This is an optimization exercise on Yosys and OpenROAD, whose aim is small area, a short achievable clock period and few clock cycles, not a production implementation.
The RTL was checked by simulation tests, not by an equivalence proof against the original design.

==> flow/design.v (excerpt) <==
module least_squares_parabola_fit_unit (
  input  logic                              clk,
  input  logic                              rst_n,
  input  logic                              in_valid,
  output logic                              in_ready,
  input  logic signed [lsq_pkg::XW-1:0]     in_point_x,
  input  logic signed [lsq_pkg::XW-1:0]     in_point_y,
  input  logic                              in_last_point,
  output logic                              out_valid,
  input  logic                              out_ready,
  output logic signed [lsq_pkg::CoefW-1:0]  out_coef_a,
  output logic signed [lsq_pkg::CoefW-1:0]  out_coef_b,
  output logic signed [lsq_pkg::CoefW-1:0]  out_coef_c,
  output logic                              out_singular
);
==> flow/config.mk <==
export PLATFORM = sky130hd
export DESIGN_NAME = least_squares_parabola_fit_unit
export DESIGN_NICKNAME = least_squares_parabola_fit_unit
export VERILOG_FILES = /design/flow/design.v
export SDC_FILE = /design/flow/constraint.sdc
export NUM_CORES = 8
export LEC_CHECK = 0
export CAP_MARGIN = 20
export CORE_MARGIN = 2
export CORE_UTILIZATION = 45
export CTS_BUF_LIST = sky130_fd_sc_hd__clkbuf_8
export CTS_CLUSTER_SIZE = 20
export SETUP_SLACK_MARGIN = 5
export SLEW_MARGIN = 20
==> flow/constraint.sdc <==
create_clock -name core_clock -period 10.0 [get_ports {clk}]
set_input_delay 2.0000 -clock core_clock [delete_from_list [all_inputs] [get_ports {clk}]]
set_output_delay 2.0000 -clock core_clock [all_outputs]
set_load 0.01 [all_outputs]
run.sh (not shown) runs the stock make flow with config.mk's settings and CLKGATE_MAP_FILE= SYNTH_SCRIPT=/design/flow/synth_recipe.tcl, a recipe that flattens the netlist after the stock synthesis.
Testbench counts at the start, summed over its fixed seeds: cycles 6,897.
Next try:
Settings changed: CORE_UTILIZATION 45 to 70, CTS_BUF_LIST sky130_fd_sc_hd__clkbuf_8 to unset, CTS_CLUSTER_SIZE 20 to unset.
After rerunning: Hold slack is better by 0.0075 ns. Wire length is about the same. Cell count falls by 9.5%. Clock-buffer cell count falls by 117. Non-clock buffer count rises by 9. Final area falls by 0.68%.
Next try:
==> flow/flow/run.sh (new file) <==
#!/bin/bash
set -euo pipefail
bash standard.sh SETUP_SLACK_MARGIN=5.5 finish > layout.log 2>&1
==> flow/standard.sh (new file) <==
#!/bin/bash
# synth_recipe.tcl (not shown) runs the flow's synth.tcl, then flattens the netlist and writes it again
# the make line also repeats each setting of config.mk as NAME=value (left out here)
make -C /OpenROAD-flow-scripts/flow DESIGN_CONFIG=/design/flow/config.mk WORK_HOME=/design/flow/orfs CLKGATE_MAP_FILE= SYNTH_SCRIPT=/design/flow/synth_recipe.tcl "${@:-finish}"
Settings changed: CORE_UTILIZATION 70 to 45, CTS_BUF_LIST set to sky130_fd_sc_hd__clkbuf_4, CTS_CLUSTER_SIZE set to 12, SETUP_SLACK_MARGIN 5 to unset.
removed: flow/run.sh
- die area went up by about 55%
- wire length went up by about 4%
- cell area went up by 3.1%
- global-route usage went down by 16 points
- hold slack gets worse by 0.057 ns
Next try:
==> flow/run.sh (new file) <==
#!/bin/bash
# synth_recipe.tcl (not shown) runs the flow's synth.tcl, then flattens the netlist and writes it again
# the make line also repeats each setting of config.mk as NAME=value (left out here)
make -C /OpenROAD-flow-scripts/flow DESIGN_CONFIG=/design/flow/config.mk WORK_HOME=/design/flow/orfs CLKGATE_MAP_FILE= SYNTH_SCRIPT=/design/flow/synth_recipe.tcl finish
Settings changed: CORE_UTILIZATION 45 to 60, CTS_BUF_LIST sky130_fd_sc_hd__clkbuf_4 to unset, CTS_CLUSTER_SIZE 12 to unset, SETUP_SLACK_MARGIN set to 5.
removed: flow/flow/run.sh
removed: flow/standard.sh
=> Final area drops by 2.5%; non-clock buffer count shrinks by 155; via count went down by about 2.7%; setup slack gets worse by 0.42 ns.
Next try:
==> flow/flow/run.sh (new file) <==
#!/bin/bash
set -euo pipefail
bash standard.sh SETUP_SLACK_MARGIN=5.4 finish > layout.log 2>&1
==> flow/standard.sh (new file) <==
#!/bin/bash
# synth_recipe.tcl (not shown) runs the flow's synth.tcl, then flattens the netlist and writes it again
# the make line also repeats each setting of config.mk as NAME=value (left out here)
make -C /OpenROAD-flow-scripts/flow DESIGN_CONFIG=/design/flow/config.mk WORK_HOME=/design/flow/orfs CLKGATE_MAP_FILE= SYNTH_SCRIPT=/design/flow/synth_recipe.tcl "${@:-finish}"
Settings changed: CORE_UTILIZATION 60 to 45, CTS_BUF_LIST set to sky130_fd_sc_hd__clkbuf_8, CTS_CLUSTER_SIZE set to 20, SETUP_SLACK_MARGIN 5 to unset.
removed: flow/run.sh
What happened: The new run produced a clean layout. Via count rises slightly. Synthesized area stays the same. Global-route usage falls by 10 points.
Next try:
==> flow/flow/run.sh (replaced) <==
#!/bin/bash
set -euo pipefail
bash standard.sh SETUP_SLACK_MARGIN=5.6 finish > layout.log 2>&1
The new run produced a clean layout.
Hold slack is worse by 0.077 ns.
Core utilization went up by 1.2 points.
Critical path depth went up by 3.
Cell count increases by 0.85%.
Non-clock buffer count climbs by 194.
Setup slack is better by 0.079 ns.
Design area rose by 2.4%.
Register-to-register slack gains 0.08 ns.
Fmax rose by 1.7%.

## static timing again, ports no longer ideal
No port has a modelled driver above. Below, the same layouts with a new extraction and two added sets of constraints. Step 1 assumes that a clkbuf_16 drives the clock port and a buf_2 every other input. Step 2 moves the port delays by t, midway between the first and last clock arrival at a register: inputs arrive t later, outputs are due t later. That takes back most of the time a late clock gives input paths. Slacks: ideal / step 1 / step 2; pairs: ideal / step 1.
| run | t (ns) | setup slack, ns | worst register clock-pin slew, ns | worst slew at a driven data input, ns | pins driven straight from the clock port |
|---|---|---|---|---|---|
| the first run | 1.246 | 5.076 / 5.076 / 5.076 | 0.08 / 0.08 | 0.08 | 1 |
| the second run | 1.055 | 4.950 / 4.950 / 4.950 | 0.07 / 0.07 | 0.24 | 1 |
| the third run | 1.753 | 5.460 / 5.413 / 5.460 | 0.09 / 0.09 | 0.10 | 1 |
| the fourth run | 1.060 | 5.039 / 5.039 / 5.039 | 0.07 / 0.07 | 0.22 | 1 |
| the fifth run | 1.280 | 5.360 / 5.360 / 5.360 | 0.09 / 0.09 | 0.11 | 1 |
| the sixth run | 1.264 | 5.439 / 5.439 / 5.042 | 0.08 / 0.08 | 0.08 | 1 |
After both steps setup and hold are still met in every run listed. The setup slack of the sixth run, which loses most, moves by 0.000 ns with the drivers and by -0.397 ns with both steps.
